Context: an optimization exercise on an open-source flow, tuned for a short achievable clock period and few clock cycles. The choices shown serve that exercise and are no tape-out recipe. Only simulation tests tie the RTL to the original design; equivalence was not proved. No activity file was given, so power comes from the tool's default toggle rates.

==> inputs of job 2758 <==
## ahb_wb_cache
module ahb_wb_cache
(
	input  logic          clk,
	input  logic          rst_n,
	input  logic          src_hready,
	input  logic [1:0]    src_htrans,
	input  logic          src_hwrite,
	input  ahb_pkg::addr_t         src_haddr,
	input  logic [2:0]    src_hsize,
	input  ahb_pkg::data_t         src_hwdata,
	output logic          src_hready_resp,
	output ahb_pkg::data_t         src_hrdata,
	output ahb_pkg::addr_t         dst_haddr,
	output logic [1:0]    dst_htrans,
	output logic          dst_hwrite,
	output ahb_pkg::data_t         dst_hwdata,
	input  logic          dst_hready,
	input  ahb_pkg::data_t         dst_hrdata
);
clock: 10.0 ns
lec_check: 0
abc_clock_period_in_ps: 3000
cap_margin: 40
cell_pad_in_sites_detail_placement: 1
cell_pad_in_sites_global_placement: 2
core_margin: 2
core_utilization: 30
place_density: 0.38
setup_slack_margin: 5
slew_margin: 45
run.sh (not shown) runs the stock make flow with config.mk's settings and CLKGATE_MAP_FILE= SYNTH_SCRIPT=/design/flow/synth_recipe.tcl, a recipe that flattens the netlist after the stock synthesis.
==> inputs of job 5127, as changes to job 2758 <==
--- a/flow/design.v
+++ b/flow/design.v
@@ -65,14 +65,14 @@
 );
 	localparam logic [1:0] ST_WAIT = 2'd0;    
 	localparam logic [1:0] ST_DONE = 2'd1;    
 	localparam logic [1:0] ST_FILL = 2'd2;    
 	localparam logic [1:0] K_RH = 2'd0;       
 	localparam logic [1:0] K_WH = 2'd1;       
-	localparam logic [1:0] K_WM = 2'd3;       
-	localparam logic [1:0] K_RM = 2'd2;       
+	localparam logic [1:0] K_WM = 2'd2;       
+	localparam logic [1:0] K_RM = 2'd3;       
 	logic [23:0] tag_mem  [0:63];
 	logic [31:0] data_mem [0:63];
 	logic [63:0] valid_bits;
 	logic [63:0] dirty_bits;
 	logic        hready_q;
 	logic [31:0] hrdata_q;
@@ -222,14 +222,14 @@
 	logic        go_a, go_w, wait_dec;
 	logic [1:0]  kind_a, kind_w;
 	assign room     = ({1'b0, a_v} + nq) <= 2'd2;
 	assign wait_dec = dp_v && st == ST_WAIT;
 	assign go_a     = !va_blk && (va_hit || (room && !(src_hwrite && va_pbusy)));
 	assign go_w     = !vw_blk && (vw_hit || (room && !(q_wr && vw_pbusy)));
-	assign kind_a   = {!va_hit, src_hwrite};
-	assign kind_w   = {!vw_hit, q_wr};
+	assign kind_a   = {!va_hit, va_hit ? src_hwrite : !src_hwrite};
+	assign kind_w   = {!vw_hit, vw_hit ? q_wr : !q_wr};
 	logic        x_go, x_hit, x_vd, x_wr;
 	logic [23:0] x_tag, x_vtag;
 	logic [5:0]  x_idx;
 	assign x_go   = acc ? go_a : (wait_dec && go_w);
 	assign x_hit  = acc ? va_hit : vw_hit;
 	assign x_vd   = acc ? va_vd  : vw_vd;
==> flow/flow/run.sh (new file) <==
#!/bin/bash
# The standard layout, unchanged except that the port buffers that
# buffer_ports inserts are plain buffers (buf_4) rather than the delay
# cell it picks by default. Every port still gets its buffer.
set -euo pipefail
export BUFFER_PORTS_ARGS="-buffer_cell sky130_fd_sc_hd__buf_4"
if [[ -w config.mk ]]; then
  echo 'export BUFFER_PORTS_ARGS = -buffer_cell sky130_fd_sc_hd__buf_4' >> config.mk
fi
bash standard.sh > standard_flow.log 2>&1
==> flow/standard.sh (new file) <==
#!/bin/bash
# synth_recipe.tcl (not shown) runs the flow's synth.tcl, then flattens the netlist and writes it again
# the make line also repeats each setting of config.mk as NAME=value (left out here)
make -C /OpenROAD-flow-scripts/flow DESIGN_CONFIG=/design/flow/config.mk WORK_HOME=/design/flow/orfs CLKGATE_MAP_FILE= SYNTH_SCRIPT=/design/flow/synth_recipe.tcl "${@:-finish}"
Settings changed: BUFFER_PORTS_ARGS set to -buffer_cell sky130_fd_sc_hd__buf_4, CAP_MARGIN 40 to 20, CORE_UTILIZATION 30 to 36, PLACE_DENSITY 0.38 to 0.45, SLEW_MARGIN 45 to 20.
removed: flow/run.sh
==> run notes <==
Job 2758 produced a clean layout. Job 5127 completed with no timing, DRC or antenna violations. In job 2758 the global-route usage is lower than in job 5127, by 4.8 points. Between job 5127 and job 2758, the lower register-to-register slack is in job 5127 (gap 0.41 ns). Between job 2758 and job 5127, the lower sequential share of layout area is in job 2758 (gap 0.82 points). Count of clock-buffer cells in the layout: job 5127 is lower than job 2758 (31). Between job 5127 and job 2758, the lower utilization is in job 2758 (gap 6.5 points). Between job 5127 and job 2758, the lower die area is in job 5127 (gap about 17%, measured against job 2758). Wire length: job 5127 is lower than job 2758 (about 6%). Against job 5127, the non-clock buffer count of job 2758 is higher by 95. Sequential power is about the same in job 5127 and job 2758. Synthesized area is about the same in job 2758 and job 5127. Synthesized cell count: job 2758 is lower than job 5127 (about 0.33%).
Testbench counts of job 2758, summed over its fixed seeds: cycles 48,687.
Testbench counts of job 5127, summed over its fixed seeds: cycles 48,687.

========
==> inputs of build 96 <==
ahb_wb_cache, a different RTL version from the one above (not shown whole).
==> flow/config.mk <==
export PLATFORM = sky130hd
export DESIGN_NAME = ahb_wb_cache
export DESIGN_NICKNAME = ahb_wb_cache
export VERILOG_FILES = /design/flow/design.v
export SDC_FILE = /design/flow/constraint.sdc
export NUM_CORES = 4
export LEC_CHECK = 0
export ABC_CLOCK_PERIOD_IN_PS = 3000
export CAP_MARGIN = 20
export CELL_PAD_IN_SITES_DETAIL_PLACEMENT = 1
export CELL_PAD_IN_SITES_GLOBAL_PLACEMENT = 2
export CORE_MARGIN = 2
export CORE_UTILIZATION = 30
export PLACE_DENSITY = 0.38
export SETUP_SLACK_MARGIN = 5
export SLEW_MARGIN = 20
==> flow/constraint.sdc <==
create_clock -name core_clock -period 10.0 [get_ports {clk}]
set_input_delay 2.0000 -clock core_clock [delete_from_list [all_inputs] [get_ports {clk}]]
set_output_delay 2.0000 -clock core_clock [all_outputs]
set_load 0.01 [all_outputs]
Stock flow here: none of the scripts above is used.
==> inputs of trial 42, as changes to build 96 <==
--- a/flow/design.v
+++ b/flow/design.v
@@ -138,12 +138,14 @@
 	assign m_mask  = msel[1] ? pend_mask[1] : pend_mask[0];
 	assign m_data  = msel[1] ? pend_data[1] : pend_data[0];
 	always_comb begin
 		for (int b = 0; b < 4; b++)
 			merged[b*8 +: 8] = m_mask[b] ? m_data[b*8 +: 8] : dst_hrdata[b*8 +: 8];
 	end
+	logic [31:0] fill_data;
+	assign fill_data = dph_wm ? merged : dst_hrdata;
 	logic        acc;
 	logic [5:0]  s_idx;
 	logic [23:0] s_tag;
 	logic [3:0]  s_mask;
 	logic [63:0] s_oh;
 	assign acc    = src_hready && src_htrans == ahb_pkg::HTRANS_NSEQ;
@@ -174,37 +176,38 @@
 	assign arr_data = data_mem[s_idx];
 	logic        merge_s;
 	logic        va_hit, va_vd, va_blk, va_pbusy;
 	logic [23:0] va_tag;
 	logic [31:0] va_data;
 	assign merge_s = merge_now && dph_idx == s_idx;
+	logic        sa_p, sa_m, sa_a;
+	logic [3:0]  sd_a;                     
+	logic [23:0] va_tag_e;                 
+	logic [31:0] va_data_e;                
+	assign sa_p = p_same;
+	assign sa_m = !p_same && merge_s;
+	assign sa_a = !p_same && !merge_s;
 	always_comb begin
-		if (p_same) begin
-			va_hit = s_tag == q_tag;
-			va_vd  = p_dirty;
-			va_tag = q_tag;
-		end else if (merge_s) begin
-			va_hit = s_tag == m_tag;
-			va_vd  = 1'b1;
-			va_tag = m_tag;
-		end else begin
-			va_hit = arr_hit;
-			va_vd  = arr_vd;
-			va_tag = arr_tag;
-		end
+		va_tag_e = sa_p ? q_tag : m_tag;
 		for (int b = 0; b < 4; b++) begin
-			if (p_same && p_fill)
-				va_data[b*8 +: 8] = dst_hrdata[b*8 +: 8];
-			else if (p_same && q_wr && q_mask[b])
-				va_data[b*8 +: 8] = src_hwdata[b*8 +: 8];
-			else if (!p_same && merge_s)
-				va_data[b*8 +: 8] = merged[b*8 +: 8];
+			sd_a[b] = sa_a || (sa_p && !p_fill && !(q_wr && q_mask[b]));
+			if (sa_p && p_fill)
+				va_data_e[b*8 +: 8] = dst_hrdata[b*8 +: 8];
+			else if (sa_p)
+				va_data_e[b*8 +: 8] = src_hwdata[b*8 +: 8];
 			else
-				va_data[b*8 +: 8] = arr_data[b*8 +: 8];
+				va_data_e[b*8 +: 8] = merged[b*8 +: 8];
 		end
 	end
+	assign va_hit = (sa_a && arr_hit) || (sa_p && s_tag == q_tag) || (sa_m && s_tag == m_tag);
+	assign va_vd  = (sa_a && arr_vd) || (sa_p && p_dirty) || sa_m;
+	assign va_tag = sa_a ? arr_tag : va_tag_e;
+	always_comb begin
+		for (int b = 0; b < 4; b++)
+			va_data[b*8 +: 8] = sd_a[b] ? arr_data[b*8 +: 8] : va_data_e[b*8 +: 8];
+	end
 	assign va_blk   = (p_same && p_wm) ||
 	                  (pbusy[0] && pend_idx[0] == s_idx) || (pbusy[1] && pend_idx[1] == s_idx);
 	assign va_pbusy = (pbusy[0] && pbusy[1]) || (p_wm && (pbusy[0] || pbusy[1]));
 	logic        vw_hit, vw_vd, vw_blk, vw_pbusy, vw_merge;
 	logic [23:0] vw_tag;
 	logic [31:0] vw_data;
@@ -231,16 +234,27 @@
 	assign x_hit  = acc ? va_hit : vw_hit;
 	assign x_vd   = acc ? va_vd  : vw_vd;
 	assign x_wr   = acc ? src_hwrite : q_wr;
 	assign x_vtag = acc ? va_tag : vw_tag;
 	assign x_tag  = acc ? s_tag  : q_tag;
 	assign x_idx  = acc ? s_idx  : q_idx;
+	logic [31:0] hr_e, ld_e;
+	logic [23:0] lt_e;
+	assign hr_e = acc ? va_data_e : wait_dec ? vw_data : hrdata_q;
+	assign ld_e = acc ? va_data_e : vw_merge ? vw_data : l_data;
+	assign lt_e = acc ? va_tag_e  : vw_merge ? vw_tag  : l_tag;
 	logic        new_v;
 	logic [29:0] n0_addr, n1_addr;
 	assign new_v   = x_go && !x_hit;
 	assign n0_addr = x_vd ? {x_vtag, x_idx} : {x_tag, x_idx};
+	logic        a_arr;
+	logic [23:0] a_tag_e;
+	assign a_arr   = n_keep == 3'd0 && acc && sa_a && arr_vd;
+	assign a_tag_e = (n_keep != 3'd0) ? l_addr_[0][29:6] :
+	                 acc ? ((!sa_a && (sa_m || p_dirty)) ? va_tag_e : s_tag) :
+	                 (vw_vd ? vw_tag : q_tag);
 	assign n1_addr = {x_tag, x_idx};
 	always_ff @(posedge clk or negedge rst_n) begin
 		if (!rst_n) begin
 			hready_q <= 1'b1;
 			dp_v     <= 1'b0;
 			st       <= ST_WAIT;
@@ -278,26 +292,23 @@
 		if (acc) begin
 			q_addr <= src_haddr;
 			q_wr   <= src_hwrite;
 			q_mask <= s_mask;
 			q_oh   <= s_oh;
 		end
-		if (acc)
-			hrdata_q <= va_data;
-		else if (wait_dec)
-			hrdata_q <= vw_data;
+		for (int b = 0; b < 4; b++) begin
+			hrdata_q[b*8 +: 8] <= (acc && sd_a[b]) ? arr_data[b*8 +: 8] : hr_e[b*8 +: 8];
+			l_data[b*8 +: 8]   <= (acc && sd_a[b]) ? arr_data[b*8 +: 8] : ld_e[b*8 +: 8];
+		end
+		l_tag <= (acc && sa_a) ? arr_tag : lt_e;
 		if (acc) begin
-			l_hit  <= va_hit;
-			l_vd   <= va_vd;
-			l_tag  <= va_tag;
-			l_data <= va_data;
+			l_hit <= va_hit;
+			l_vd  <= va_vd;
 		end else if (vw_merge) begin
-			l_hit  <= vw_hit;
-			l_vd   <= vw_vd;
-			l_tag  <= vw_tag;
-			l_data <= vw_data;
+			l_hit <= vw_hit;
+			l_vd  <= vw_vd;
 		end
 	end
 	logic wm_done, wh_done, wm_slot;
 	assign wm_done = p_done && kind == K_WM;
 	assign wh_done = p_done && kind == K_WH;
 	assign wm_slot = pend_v[0];
@@ -339,25 +350,25 @@
 	always_comb begin
 		for (int j = 0; j < 6; j++) begin
 			if (keep_a && j == 0) begin
 				l_wr_[j]   = a_wr;
 				l_wm_[j]   = a_wm;
 				l_vdat_[j] = 1'b0;
-				l_addr_[j] = a_addr;
+				l_addr_[j] = a_vdat ? {l_tag, a_addr[5:0]} : a_addr;
 				l_data_[j] = a_vdat ? l_data : a_data;
 			end else if (j < n_keep) begin
 				l_wr_[j]   = e_wr[j - keep_a];
 				l_wm_[j]   = e_wm[j - keep_a];
 				l_vdat_[j] = 1'b0;
-				l_addr_[j] = e_addr[j - keep_a];
+				l_addr_[j] = e_vdat[j - keep_a] ? {l_tag, e_addr[j - keep_a][5:0]} : e_addr[j - keep_a];
 				l_data_[j] = e_vdat[j - keep_a] ? l_data : e_data[j - keep_a];
 			end else if (j == n_keep) begin
 				l_wr_[j]   = x_vd;
 				l_wm_[j]   = x_wr;
-				l_vdat_[j] = 1'b1;
-				l_addr_[j] = n0_addr;
+				l_vdat_[j] = x_vd;
+				l_addr_[j] = n1_addr;
 				l_data_[j] = l_data;
 			end else begin
 				l_wr_[j]   = 1'b0;
 				l_wm_[j]   = x_wr;
 				l_vdat_[j] = 1'b0;
 				l_addr_[j] = n1_addr;
@@ -378,13 +389,14 @@
 		end
 	end
 	always_ff @(posedge clk) begin
 		a_wr   <= l_wr_[0];
 		a_wm   <= l_wm_[0];
 		a_vdat <= l_vdat_[0];
-		a_addr <= l_addr_[0];
+		a_addr[5:0]  <= (n_keep == 3'd0) ? x_idx : l_addr_[0][5:0];
+		a_addr[29:6] <= a_arr ? arr_tag : a_tag_e;
 		a_data <= l_data_[0];
 		for (int i = 0; i < 3; i++) begin
 			e_wr[i]   <= l_wr_[i+1];
 			e_wm[i]   <= l_wm_[i+1];
 			e_vdat[i] <= l_vdat_[i+1];
 			e_addr[i] <= l_addr_[i+1];
@@ -437,14 +449,13 @@
 	end
 	always_ff @(posedge clk) begin
 		for (int i = 0; i < 64; i++) begin
 			for (int b = 0; b < 4; b++) begin
 				if (q_oh[i] && (wm_done || wh_done) && q_mask[b])
 					data_mem[i][b*8 +: 8] <= src_hwdata[b*8 +: 8];
-				else if ((merge_now && dph_oh[i] && !m_mask[b]) ||
-				         (rmfill_now && q_oh[i]))
-					data_mem[i][b*8 +: 8] <= dst_hrdata[b*8 +: 8];
+				else if ((merge_now && dph_oh[i]) || (rmfill_now && q_oh[i]))
+					data_mem[i][b*8 +: 8] <= fill_data[b*8 +: 8];
 			end
 		end
 	end
 endmodule
 `default_nettype wire
==> comparison <==
Trial 42 produced a clean layout. Build 96 finished but fails on slew limit. Clock power is about the same in build 96 and trial 42. Of trial 42 and build 96, trial 42 has the higher clock-buffer cell count (gap 31). Of trial 42 and build 96, build 96 has the higher total power (gap 1.8%, measured against build 96). Against trial 42, the combinational power of build 96 is higher by about 10%.
Testbench counts of build 96, summed over its fixed seeds: cycles 48,687.
Testbench counts of trial 42, summed over its fixed seeds: cycles 48,687.

-- re-timing with driven ports --
Ports are ideal in the flow. The routed layouts listed here were re-timed in OpenROAD. Step 1 (the two cells are an assumption about what drives the block):
set clk [get_ports {clk}]
set_driving_cell -lib_cell sky130_fd_sc_hd__clkbuf_16 $clk
set_driving_cell -lib_cell sky130_fd_sc_hd__buf_2 [delete_from_list [all_inputs] $clk]
Step 2, shift: input delay + t, output delay - t, t = (earliest + latest rising clock arrival at the registers) / 2. This alone moves slack from input paths to output paths. Three values: ideal ports, drivers, drivers and shift; two values: the first two.
| run | t (ns) | setup slack, ns | worst setup path after step 2 | clock arrival spread, ns | slew at the worst register clock pin (ns) |
|---|---|---|---|---|---|
| job 2758 | 1.317 | 4.530 / 4.614 / 3.297 | input to register | 0.101 / 0.101 | 0.07 / 0.07 |
| job 5127 | 1.265 | 4.310 / 4.142 / 2.876 | input to register | 0.078 / 0.079 | 0.07 / 0.07 |
| build 96 | 1.321 | 4.470 / 4.284 / 2.963 | input to register | 0.088 / 0.089 | 0.07 / 0.07 |
| trial 42 | 1.339 | 4.645 / 4.371 / 3.032 | input to register | 0.070 / 0.070 | 0.07 / 0.07 |
For trial 42, which loses most, drivers alone change the setup slack by -0.274 ns; drivers and shift together by -1.613 ns.
